Source: an optimization exercise on an open RTL-to-GDS flow (aim: a short achievable clock period and few clock cycles per item). Production flows keep margins and buffers that such runs may drop.
No functional check of the RTL was part of this run.
Power figures rest on the tool's default switching activity, not on a simulated workload.

<file path="flow/run.sh">
#!/bin/bash
# synth_recipe.tcl (not shown) runs the flow's synth.tcl, then flattens the netlist and writes it again
# the make line also repeats each setting of config.mk as NAME=value (left out here)
make -C /OpenROAD-flow-scripts/flow DESIGN_CONFIG=/design/flow/config.mk WORK_HOME=/design/flow/orfs CLKGATE_MAP_FILE= SYNTH_SCRIPT=/design/flow/synth_recipe.tcl finish
</file>
<file path="flow/config.mk">
export PLATFORM = sky130hd
export DESIGN_NAME = uop_core
export DESIGN_NICKNAME = uop_core
export VERILOG_FILES = /design/flow/design.v
export SDC_FILE = /design/flow/constraint.sdc
export NUM_CORES = 4
export LEC_CHECK = 0
export CAP_MARGIN = 20
export CORE_MARGIN = 2
export CORE_UTILIZATION = 40
export SLEW_MARGIN = 20
</file>
<file path="flow/constraint.sdc">
create_clock -name core_clock -period 4.5 [get_ports {clk}]
set_input_delay 0.9000 -clock core_clock [delete_from_list [all_inputs] [get_ports {clk}]]
set_output_delay 0.9000 -clock core_clock [all_outputs]
set_load 0.01 [all_outputs]
</file>
<file path="flow/design.v">
`timescale 1ns/1ps
package uop_pkg;
	localparam int WORD_W = 16;
	typedef enum logic [1:0] {
		K_CORE,
		K_FLAGS,
		K_BRANCH,  
		K_IMM
	} uop_kind_e;
	typedef enum logic [1:0] {ST_NONE, ST_POP, ST_PUSH, ST_SWAP} stack_op_e;
	typedef enum logic [3:0] {
		G_MISC       = 4'h0,
		G_ALU8       = 4'h4,
		G_ALU16      = 4'h5,
		G_LOADREG8   = 4'h8,
		G_LOADREG16  = 4'h9,
		G_STOREREG8  = 4'hA,
		G_STOREREG16 = 4'hB
	} core_group_e;
	typedef enum logic [3:0] {M_DUP = 4'h7, M_NOP = 4'hB} misc_op_e;
	typedef enum logic [1:0] {FO_ADD, FO_REMOVE, FO_TEST, FO_SETALU} flag_op_e;
	typedef enum logic [3:0] {
		ALU_ADD = 4'h0,
		ALU_SUB = 4'h2,
		ALU_AND = 4'h4,
		ALU_OR  = 4'h5,
		ALU_XOR = 4'h6,
		ALU_SHL = 4'h7,
		ALU_SHR = 4'h8,
		ALU_SAR = 4'h9,
		ALU_ROL = 4'hA,
		ALU_ROR = 4'hB,
		ALU_RCL = 4'hC,
		ALU_RCR = 4'hD
	} alu_op_e;
	typedef struct packed {
		uop_kind_e  kind;
		stack_op_e  stack_op;
		logic [1:0] sub;
		logic [3:0] group;
		logic [3:0] modifier;
		logic [3:0] sel;
	} uop_t;  
	typedef struct packed {
		logic o;
		logic s;
		logic z;
		logic a;
		logic p;
		logic c;
	} alu_flags_t;
	typedef struct packed {
		stack_op_e         op;
		logic              load_top;
		logic [WORD_W-1:0] top_data;
	} stack_cmd_t;
	localparam int F_C = 0;
	localparam int F_P = 2;
	localparam int F_A = 4;
	localparam int F_Z = 6;
	localparam int F_S = 7;
	localparam int F_O = 11;
	localparam logic [3:0] REG_CS    = 4'd9;
	localparam logic [3:0] REG_FLAGS = 4'd14;
	localparam logic [WORD_W-1:0] FLAGS_RESET = 16'hF002;
	localparam logic [WORD_W-1:0] CS_RESET    = 16'hFFFF;
endpackage
`timescale 1ns/1ps
`timescale 1ns/1ps
`timescale 1ns/1ps
module alu_flags (
	input  logic [15:0] a,       
	input  logic [15:0] b,       
	input  logic [15:0] r,       
	input  logic [3:0]  op,
	input  logic        wide,    
	output logic [5:0]  f        
);
	logic am, am1, bm, rm, rm1, a0;
	logic c, o, s, z, ax, p;
	always_comb
	begin
		am  = wide ? a[15] : a[7];
		am1 = wide ? a[14] : a[6];
		bm  = wide ? b[15] : b[7];
		rm  = wide ? r[15] : r[7];
		rm1 = wide ? r[14] : r[6];
		a0  = a[0];
		case (op)
			4'h0: c = (am ^ bm) ? ~rm : am;   
			4'h2: c = (am ^ bm) ? bm : rm;    
			4'h7, 4'hA, 4'hC: c = am;
			4'h8, 4'h9, 4'hB, 4'hD: c = a0;
			default: c = 1'b0;
		endcase
		case (op)
			4'h0: o = (rm ^ am) & (rm ^ bm);
			4'h2: o = (rm ^ am) & (am ^ bm);
			4'h7, 4'hA, 4'hC: o = am ^ am1;
			4'h8: o = am;
			4'hB, 4'hD: o = rm ^ rm1;
			default: o = 1'b0;
		endcase
		s = rm;
		z = wide ? ~|r : ~|r[7:0];
		ax = r[4] ^ a[4] ^ b[4];
		p = ~^r[7:0];
		f = {o, s, z, ax, p, c};
	end
endmodule
`timescale 1ns/1ps
`timescale 1ns/1ps
module uop_core #(
	parameter int STACK_DEPTH = 4
) (
	input  logic        clk,
	input  logic        reset_n,
	input  logic        uop_valid,
	input  logic [17:0] uop,
	output logic        done,
	output logic [15:0] tos,
	output logic [15:0] flags
);
	logic [15:0] e0, e1, e2, e3;       
	logic [15:0] rf [16];              
	logic [15:0] flg;                  
	logic [5:0]  hf;                   
	logic [15:0] add_q [4];
	logic [15:0] sub_q [4];
	logic [15:0] and_q [4];
	logic [15:0] or_q  [4];
	logic [15:0] xor_q [4];
	logic        alu_q;
	logic [3:0]  op_q;
	logic        wide_q;
	logic [15:0] b_q;
	logic        wr_q;
	logic        wrb_q;
	logic [3:0]  wsel_q;
	logic [15:0] wdata_q;
	assign tos = e0;
	assign flags = flg;
	logic [1:0]  kind, st, sub;
	logic [3:0]  grp, sel;
	logic [11:0] mask;
	assign kind = uop[17:16];
	assign st   = uop[15:14];
	assign sub  = uop[13:12];
	assign grp  = uop[11:8];
	assign sel  = uop[3:0];
	assign mask = uop[11:0];
	logic accept;
	assign accept = uop_valid && !done;
	logic [15:0] pa [4];
	logic [15:0] pb [4];
	logic [15:0] pn [4];  
	always_comb
	begin
		pa[0] = e3; pb[0] = e0; pn[0] = e1;  
		pa[1] = e0; pb[1] = e1; pn[1] = e2;  
		pa[2] = e2; pb[2] = e3; pn[2] = e0;  
		pa[3] = e3; pb[3] = e1; pn[3] = e0;  
	end
	always_ff @(posedge clk)
	begin
		for (int p = 0; p < 4; p++)
		begin
			if (!reset_n)
			begin
				add_q[p] <= '0;
				sub_q[p] <= '0;
				and_q[p] <= '0;
				or_q[p]  <= '0;
				xor_q[p] <= '0;
			end
			else
			begin
				add_q[p] <= pa[p] + pb[p];
				sub_q[p] <= pa[p] - pb[p];
				and_q[p] <= pa[p] & pb[p];
				or_q[p]  <= pa[p] | pb[p];
				xor_q[p] <= pa[p] ^ pb[p];
			end
		end
	end
	logic [15:0] alu_r;
	logic [15:0] a, b;
	logic cin;
	always_comb
	begin
		a = pa[st];
		b = pb[st];
		cin = flg[0];
		if (grp[0])
			case (sel)
				4'h0: alu_r = add_q[st];
				4'h2: alu_r = sub_q[st];
				4'h4: alu_r = and_q[st];
				4'h5: alu_r = or_q[st];
				4'h6: alu_r = xor_q[st];
				4'h7: alu_r = {a[14:0], 1'b0};
				4'h8: alu_r = {1'b0, a[15:1]};
				4'h9: alu_r = {a[15], a[15:1]};
				4'hA: alu_r = {a[14:0], a[15]};
				4'hB: alu_r = {a[0], a[15:1]};
				4'hC: alu_r = {a[14:0], cin};
				4'hD: alu_r = {cin, a[15:1]};
				default: alu_r = '0;
			endcase
		else
		begin
			case (sel)
				4'h0: alu_r[7:0] = add_q[st][7:0];
				4'h2: alu_r[7:0] = sub_q[st][7:0];
				4'h4: alu_r[7:0] = and_q[st][7:0];
				4'h5: alu_r[7:0] = or_q[st][7:0];
				4'h6: alu_r[7:0] = xor_q[st][7:0];
				4'h7: alu_r[7:0] = {a[6:0], 1'b0};
				4'h8: alu_r[7:0] = {1'b0, a[7:1]};
				4'h9: alu_r[7:0] = {a[7], a[7:1]};
				4'hA: alu_r[7:0] = {a[6:0], a[7]};
				4'hB: alu_r[7:0] = {a[0], a[7:1]};
				4'hC: alu_r[7:0] = {a[6:0], cin};
				4'hD: alu_r[7:0] = {cin, a[7:1]};
				default: alu_r[7:0] = '0;
			endcase
			alu_r[15:8] = '0;
		end
	end
	logic [15:0] rd16, rd8w, rd8;
	always_comb
	begin
		rd16 = (sel == 4'd14) ? flg : rf[sel];
		rd8w = rf[{2'b00, sel[1:0]}];
		rd8 = {8'h00, sel[2] ? rd8w[15:8] : rd8w[7:0]};
	end
	logic [1:0]  sop;        
	logic        load;
	logic [15:0] ld;
	logic        is_alu;
	logic        flg_we;
	logic [15:0] flg_d;
	logic        rf_we, rf_byte;
	always_comb
	begin
		sop = st;
		load = 1'b0;
		ld = alu_r;
		is_alu = 1'b0;
		flg_we = 1'b0;
		flg_d = flg;
		rf_we = 1'b0;
		rf_byte = 1'b0;
		case (kind)
			2'd3:
			begin
				sop = 2'd2;
				load = 1'b1;
				ld = uop[15:0];
			end
			2'd0:
				case (grp)
					4'h4, 4'h5:
					begin
						load = 1'b1;
						ld = alu_r;
						is_alu = 1'b1;
					end
					4'h0:
					begin
						load = (sel == 4'h7);
						ld = pn[st];
					end
					4'h8:
					begin
						load = 1'b1;
						ld = rd8;
					end
					4'h9:
					begin
						load = 1'b1;
						ld = rd16;
					end
					4'hA:
					begin
						rf_we = 1'b1;
						rf_byte = 1'b1;
					end
					4'hB:
					begin
						if (sel == 4'd14)
						begin
							flg_we = 1'b1;
							flg_d = e0;
						end
						else
							rf_we = 1'b1;
					end
					default: ;
				endcase
			2'd1:
				case (sub)
					2'd0:
					begin
						flg_we = 1'b1;
						flg_d = flg | {4'h0, mask};
					end
					2'd1:
					begin
						flg_we = 1'b1;
						flg_d = flg & ~{4'h0, mask};
					end
					2'd2:
					begin
						load = 1'b1;
						ld = flg & {4'h0, mask};
					end
					default:
					begin
						flg_we = 1'b1;
						flg_d = flg;
						if (mask[0])  flg_d[0]  = hf[0];
						if (mask[2])  flg_d[2]  = hf[1];
						if (mask[4])  flg_d[4]  = hf[2];
						if (mask[6])  flg_d[6]  = hf[3];
						if (mask[7])  flg_d[7]  = hf[4];
						if (mask[11]) flg_d[11] = hf[5];
					end
				endcase
			default: sop = 2'd0;
		endcase
	end
	always_ff @(posedge clk)
	begin
		if (!reset_n)
		begin
			e0 <= '0;
			e1 <= '0;
			e2 <= '0;
			e3 <= '0;
			flg <= 16'hF002;
			done <= 1'b0;
			alu_q <= 1'b0;
			wr_q <= 1'b0;
		end
		else
		begin
			done <= accept;
			alu_q <= accept && is_alu;
			wr_q <= accept && rf_we;
			if (accept)
			begin
				case (sop)
					2'd1: begin e0 <= e1; e1 <= e2; e2 <= e3; e3 <= e0; end
					2'd2: begin e0 <= e3; e1 <= e0; e2 <= e1; e3 <= e2; end
					2'd3: begin e0 <= e1; e1 <= e0; end
					default: ;
				endcase
				if (load)
					e0 <= ld;
				if (flg_we)
					flg <= flg_d;
			end
		end
	end
	always_ff @(posedge clk)
	begin
		if (accept)
		begin
			op_q <= sel;
			wide_q <= grp[0];
			b_q <= pb[st];
			wrb_q <= rf_byte;
			wsel_q <= sel;
			wdata_q <= e0;
		end
	end
	logic [5:0] alu_f;
	alu_flags flags_i (
		.a(e3),
		.b(b_q),
		.r(e0),
		.op(op_q),
		.wide(wide_q),
		.f(alu_f)
	);
	always_ff @(posedge clk)
	begin
		if (!reset_n)
		begin
			for (int i = 0; i < 16; i++)
				rf[i] <= '0;
			rf[9] <= 16'hFFFF;
			hf <= '0;
		end
		else
		begin
			if (alu_q)
				hf <= alu_f;
			if (wr_q)
			begin
				if (!wrb_q)
					rf[wsel_q] <= wdata_q;
				else if (wsel_q[2])
					rf[{2'b00, wsel_q[1:0]}][15:8] <= wdata_q[7:0];
				else
					rf[{2'b00, wsel_q[1:0]}][7:0] <= wdata_q[7:0];
			end
		end
	end
endmodule
</file>
==> flow_summary_export.csv <==
group,metric,value,unit
placement,place_congestion,0.970,
status,status,"no timing/DRC/antenna violations",
floorplan,dieArea,89100,µm²
floorplan,num_rows,108,
sta,fin_crit_sh,0.846,
placement,numPortBuffers,53,
routing,ant_nets,0,
clock_tree,clkTransAtPathRegs,0.06,ns
clock_tree,numCtsBuffers,74,
cells_and_area,final_area,39200,µm²
synthesis,yosys.area_share.xor_xnor,0.0192,
clock_tree,cts_tree,"built",
worst_setup_path,worstPathArrival,4.31,ns
sta,min_period,3.81,ns
worst_setup_path,critPathTopFamily,"compound AO/OA/AOI/OAI gates",
routing,drc,0,
hold_path,worstHoldPathType,"flip-flop to flip-flop",
floorplan,ios,54,
synthesis,synth_area_leader_cell,"dfxtp_1",
synthesis,ys_seq_elements,666,
clock_tree,clock_sinks,666,
routing,viasPerCell,5.97,
synthesis,synth_cells,3486,
worst_setup_path,crit_buf_inv,2,
worst_setup_path,cp-end-kind,"flip-flop",
worst_setup_path,max_stage_delay,0.54,ns
synthesis,synthSimpleGateAreaFrac,0.173,
synthesis,synth_ff_type,"dfxtp_1",
global_route,grt_pass1_wl,179,mm
sta,max_freq,0.263,GHz
power_and_ir_drop,power_density,410,nW/µm²
sta,finalSetupViolCount,0,
routing,drtIter0Drc,3657,
sta,hold_viol,0,
synthesis,synth-compound-area-share,0.174,
clock_tree,cts_setup_buffers,0,
clock_tree,htree_levels,3,
sta,slew_headroom,0.293,
placement,dp_hpwl,86.1,mm
synthesis,synth_nets,3714,
clock_tree,cts_buffer_depth,3,
sta,rsz0062_at_grt,"no",
cells_and_area,area_growth,13.0,%
sta,worstMarginPinSlew,1.06,ns
global_route,antenna_found_initial,6,
synthesis,syn_area_per_cell,9.95,µm²
synthesis,syn_area,34700,µm²
cells_and_area,fin_nets,3714,
sta,setup_slack,0.692,ns
global_route,grtUsageTotal,0.267,
global_route,grt_pass1_vias,26600,
placement,placedInstanceArea,36800,µm²
synthesis,ys_types,88,
worst_setup_path,cp_common_cell,"a211oi_1",
worst_setup_path,crit_slowest_cell,"dfxtp_1",
synthesis,synthMuxAreaShare,0.0510,
routing,wire_per_inst,26.0,µm
power_and_ir_drop,max-vdd-ir-drop,281,µV
routing,vias,28000,
synthesis,synth_top_family_by_area,"compound AO/OA/AOI/OAI gates",
global_route,grt_max_degree,97,
worst_setup_path,crit_chain,"inv_1 -> ha_1 -> or2_2 -> o221ai_1 -> a211oi_1 -> a211oi_1 -> buf_4 -> a2bb2oi_1 -> a221oi_1 -> mux2_1",
synthesis,synth.top_cell.area_share,0.231,
synthesis,yosys_warnings,10,
synthesis,seq_area_frac_synth,0.461,
floorplan,coreArea,86300,µm²
cells_and_area,layout_commonest_cell,"dfxtp_1",
synthesis,synth-edff-count,265,
global_route,grt-ovfl-total,0,
power_and_ir_drop,p_leak,15.4,nW
clock_tree,cts_hold_buf,0,
synthesis,synthArstFlopShare,0,
sta,tns,0,ns
routing,wirelength,122,mm
power_and_ir_drop,finalPower,16.1,mW
cells_and_area,final_cell_mix,"dfxtp_1, edfxtp_1, and2_1",
floorplan,die_h,299,µm
worst_setup_path,path_class,"flip-flop to flip-flop",
worst_setup_path,required,5.01,ns
clock_tree,cts_root_buf,"clkbuf_16",
synthesis,synthAdderAreaFrac,0.0767,
routing,first_pass_iters,10,
clock_tree,cts_resized,0,
worst_setup_path,critPathLaunchType,"flip-flop",
synthesis,synthTopCellsByArea,"dfxtp_1, edfxtp_1, ha_1",
clock_tree,clock_latency,0.63,ns
placement,pre_cts_ws,0.333,ns
floorplan,initial_core_util,0.402,
job,cap_violations,0,
sta,finClkSkew,0.0230,ns
sta,drv_slew,0,
floorplan,die_x,299,µm
cells_and_area,final_layout_size_suffix_gt1_frac,0.100,
worst_setup_path,critPathMaxFanout,8,
cell usage after synthesis (all sizes together), types with 41 or more instances:
| master | count |
|---|---|
| a21oi | 152 |
| a222oi | 83 |
| and2 | 254 |
| and3 | 74 |
| buf | 43 |
| clkbuf | 226 |
| dfxtp | 401 |
| edfxtp | 265 |
| ha | 199 |
| inv | 130 |
| mux2i | 54 |
| mux4 | 41 |
| nand2 | 242 |
| nand2b | 44 |
| nor2 | 252 |
| nor2b | 125 |
| o211a | 51 |
| o211ai | 63 |
| o21ai | 198 |
| o22ai | 52 |
| xnor2 | 53 |
report_power, final:
| part | switching, mW | leakage, nW | internal, mW | total [mW] |
|---|---|---|---|---|
| Clock | 2.52 | 1.18 | 3.59 | 6.11 |
| Sequential | 0.319 | 5.96 | 6.72 | 7.04 |
| Combinational | 1.81 | 8.30 | 1.12 | 2.92 |
flip-flops by register name, summed over array words and instances (netlist names), 3 cells and up, named ones only:
register	count
flg	10
op_q	4
e2	16
xor_q	62
add_q	60
sub_q	62
rf	240
e0	16
e3	16
hf	6
e1	16
wdata_q	16
and_q	64
or_q	64
b_q	3
through the flow:
step	utilization	hold slack [ns]	std cells
2_1_floorplan	-	0.455	3486
3_3_place_gp	0.426	0.468	4565
3_5_place_dp	0.426	0.470	4565
4_1_cts	0.454	0.483	4694
5_1_grt	0.454	0.498	4696
6_report	0.454	0.482	4696
cell families (layout without fill, tap and decap cells):
family | count (synthesis) | count (layout)
flip-flops | 666 | 666
AND/OR/NAND/NOR | 1156 | 1156
other | 0 | 2
buffers and inverters | 400 | 453
multiplexers | 122 | 122
XOR/XNOR | 76 | 76
AO/OA/AOI/OAI | 858 | 858
adder cells (fa/ha/maj) | 208 | 208
metal layers:
metal  track usage  vias to the layer above  part of all wire
li1              -                    12600                 -
met1         0.372                    13700              0.42
met2         0.412                     1448              0.45
met3        0.0408                      278             0.090
met4         0.115                        2             0.046
met5             0                        -           0.00011
worst paths after layout:
kind	startpoint	to	slack (ns)	cells past startpoint
worst max-delay path	e1[1]	sub_q[1][15]	0.69	10
worst min-delay path	hf[4]	hf[4]	0.48	1
worst max register to register	e1[1]	sub_q[1][15]	0.69	10
worst min register to register	hf[4]	hf[4]	0.48	1
area by class of cell:
cell class	instances	area, µm²
well taps	1155	1450
clock buffers	96	2040
flip-flops and latches	666	16000
repair buffers	193	1630
fillers	8028	47200
inverters	131	492
diodes	2	5.00
multi-input cells	2420	17200
clock inverters	33	360

## static timing again, ports no longer ideal
The results above use ideal ports. As a check the final layout listed here was re-extracted and re-timed, cells and wires unchanged.
Step 1, drivers: a clkbuf_16 drives clk and a buf_2 each remaining input, both assumed.
Step 2 also shifts input and output timing later by t, the mid clock arrival at the registers, as if the neighbouring blocks saw the same clock.
a / b / c = ideal / step 1 / step 2; a / b = the first two.
t (ns): 0.687
setup WS [ns]: 0.692 / 0.692 / 0.222
hold WS [ns]: 0.482 / 0.482 / 0.482
worst setup path after step 2: input to register
worst data-port slew with drivers (ns): 0.11
After both steps setup and hold are still met in this run. For this run, drivers alone change the setup slack by 0.000 ns; drivers and shift together by -0.470 ns.
